This design comes from an exercise in tuning for small area, a short achievable clock period and few clock cycles per item on the open sky130 flow, not from production work.

// window_min_mean_excess
module window_min_mean_excess
#(
    parameter int WINDOW = 100
)
(
    input  logic    clk,
    input  logic    rst_n,
    input  logic    in_valid,
    output logic    in_stall,
    input  wmme_pkg::sample_t sample,
    output logic    out_valid,
    input  logic    out_stall,
    output wmme_pkg::sample_t window_min,
    output wmme_pkg::sample_t mean_excess,
    output logic    no_estimate
);
Size in the first run: roughly 7600 cells after synthesis, ~3900 flip-flops, about 100 I/O pins.
==> module wmme_engine, before the edit <==
module wmme_engine
#(
    parameter int WINDOW = 100,
    parameter int DQ_N   = 10
)
(
    input  logic                      clk,
    input  logic                      rst_n,
    input  logic                      head_valid,
    input  wmme_pkg::sample_t         head,
    output logic                      pop,
    input  logic                      hold,
    output logic                      res_valid,
    input  logic                      res_take,
    output wmme_pkg::sample_t         res_min,
    output logic [wmme_pkg::SAMPLE_W+6:0] res_sum
);
    localparam int W     = wmme_pkg::SAMPLE_W;
    localparam int IDX_W = $clog2(WINDOW);
    localparam int SUM_W = W + IDX_W;
    localparam logic [IDX_W-1:0] LAST = IDX_W'(WINDOW - 1);
    logic [WINDOW*W-1:0] ring_reg;
    wmme_pkg::sample_t   oldest;
    logic [IDX_W-1:0]    align_reg;
    logic [IDX_W-1:0]    seq_reg;
    logic                full_reg;
    logic [DQ_N-1:0]     dv_reg;
    wmme_pkg::sample_t   dval_reg [DQ_N];
    logic [IDX_W-1:0]    dseq_reg [DQ_N];
    logic                trunc_reg;
    logic                rb_reg;
    logic [IDX_W-1:0]    rb_cnt_reg;
    logic [SUM_W-1:0]    sum_reg;
    logic                rv_reg;
    logic                aligned;
    logic                scan;
    logic                step;
    wmme_pkg::sample_t   xin;
    logic                expire;
    logic [DQ_N-1:0]     keep;
    logic [DQ_N-1:0]     kept;
    logic [DQ_N-1:0]     slot;
    logic                evicted;
    logic                room;
    logic                app;
    logic                trunc_nxt;
    logic                empty_nxt;
    logic                trigger;
    assign oldest  = ring_reg[WINDOW*W-1 -: W];
    assign aligned = (align_reg == '0);
    assign pop     = aligned && head_valid && !rb_reg && (!rv_reg || !hold);
    assign scan    = aligned && rb_reg;
    assign step    = pop || scan;
    assign xin     = rb_reg ? oldest : head;
    assign res_valid = rv_reg;
    assign res_min   = full_reg ? dval_reg[0] : '0;
    assign res_sum   = sum_reg;
    assign expire = !rb_reg && dv_reg[0] && (dseq_reg[0] == seq_reg);
    always_comb
    begin
        for (int i = 0; i < DQ_N; i++)
        begin
            keep[i] = dv_reg[i] && (dval_reg[i] < xin);
        end
        for (int i = 0; i < DQ_N; i++)
        begin
            if (expire)
                kept[i] = (i + 1 < DQ_N) ? keep[(i + 1) % DQ_N] : 1'b0;
            else
                kept[i] = keep[i];
        end
        for (int i = 0; i < DQ_N; i++)
        begin
            slot[i] = !kept[i] && ((i == 0) ? 1'b1 : kept[(i + DQ_N - 1) % DQ_N]);
        end
    end
    assign evicted   = |(dv_reg & ~keep);
    assign room      = !keep[DQ_N-1] || expire;
    assign app       = trunc_reg ? evicted : room;
    assign trunc_nxt = trunc_reg ? !evicted : !room;
    assign empty_nxt = !kept[0] && !app;
    assign trigger   = pop && trunc_nxt && empty_nxt;
    always_ff @(posedge clk)
    begin
        ring_reg <= {ring_reg[(WINDOW-1)*W-1:0], (pop ? head : oldest)};
        if (step)
        begin
            for (int i = 0; i < DQ_N; i++)
            begin
                if (slot[i])
                begin
                    dval_reg[i] <= xin;
                    dseq_reg[i] <= seq_reg;
                end
                else if (expire && (i + 1 < DQ_N))
                begin
                    dval_reg[i] <= dval_reg[(i + 1) % DQ_N];
                    dseq_reg[i] <= dseq_reg[(i + 1) % DQ_N];
                end
            end
        end
    end
    always_ff @(posedge clk or negedge rst_n)
    begin
        if (!rst_n)
        begin
            align_reg  <= '0;
            seq_reg    <= '0;
            full_reg   <= 1'b0;
            dv_reg     <= '0;
            trunc_reg  <= 1'b0;
            rb_reg     <= 1'b0;
            rb_cnt_reg <= '0;
            sum_reg    <= '0;
            rv_reg     <= 1'b0;
        end
        else
        begin
            if (!aligned)
                align_reg <= align_reg - IDX_W'(1);
            else if (!step)
                align_reg <= LAST;
            if (step)
            begin
                seq_reg <= (seq_reg == LAST) ? '0 : seq_reg + IDX_W'(1);
            end
            if (pop)
            begin
                if (seq_reg == LAST)
                    full_reg <= 1'b1;
                sum_reg <= sum_reg + SUM_W'(head) - SUM_W'(full_reg ? oldest : '0);
            end
            if (step)
            begin
                if (trigger)
                begin
                    dv_reg    <= '0;
                    trunc_reg <= 1'b0;
                end
                else
                begin
                    dv_reg    <= kept | (app ? slot : '0);
                    trunc_reg <= trunc_nxt;
                end
            end
            if (trigger)
            begin
                rb_reg     <= 1'b1;
                rb_cnt_reg <= '0;
            end
            else if (scan)
            begin
                rb_cnt_reg <= rb_cnt_reg + IDX_W'(1);
                if (rb_cnt_reg == LAST)
                    rb_reg <= 1'b0;
            end
            if (pop && !trigger)
                rv_reg <= 1'b1;
            else if (scan && (rb_cnt_reg == LAST))
                rv_reg <= 1'b1;
            else if (res_take)
                rv_reg <= 1'b0;
        end
    end
endmodule
clock: 10.0 ns
lec_check: 0
abc_clock_period_in_ps: 3000
cap_margin: 20
core_margin: 2
core_utilization: 40
cts_cluster_diameter: 60
cts_cluster_size: 30
setup_slack_margin: 5
slew_margin: 20
tns_end_percent: 100
run.sh (not shown) runs the stock make flow with config.mk's settings and CLKGATE_MAP_FILE= SYNTH_SCRIPT=/design/flow/synth_recipe.tcl, a recipe that flattens the netlist after the stock synthesis.
Next try:
--- a/flow/design.v
+++ b/flow/design.v
@@ -129,9 +129,9 @@
 `timescale 1ns / 1ps
 module wmme_engine
 #(
     parameter int WINDOW = 100,
-    parameter int DQ_N   = 10
+    parameter int DQ_N   = 9
 )
 (
     input  logic                      clk,
     input  logic                      rst_n,
Outcome:
- The changed run finished clean
- first-iteration DRC count climbs by 0.41%
- design area goes down by 1.5%
- count of clock-buffer cells in the layout is lower by 11
- sequential cell count shrinks by 40
- die area came out lower by 1.6%
- via count shrinks by about 4%
- worst setup slack gets worse by 0.15 ns
No functional check of the RTL was part of any run of this note.

==> afterwards: timing with drivers on the ports <==
In the flow no input, the clock included, has a driving cell. The finished layouts below were timed again as built, in two steps. Step 1 assumes that a clkbuf_16 drives the clock port and a buf_2 every other input. Step 2 also shifts input and output timing later by t, the mid clock arrival at the registers, as if the neighbouring blocks saw the same clock. Three values: ideal ports, drivers, drivers and shift; two values: the first two.
run	t (ns)	setup WS [ns]	clock arrival spread, ns	slew at the worst register clock pin (ns)	worst data-port slew with drivers (ns)
the first run	0.955	4.933 / 4.933 / 4.597	0.104 / 0.104	0.11 / 0.11	0.20
the second run	0.947	4.782 / 4.782 / 4.782	0.107 / 0.107	0.11 / 0.11	0.13
After both steps every run listed still meets setup and hold. For the first run, which loses most, drivers alone change the setup slack by 0.000 ns; drivers and shift together by -0.336 ns.
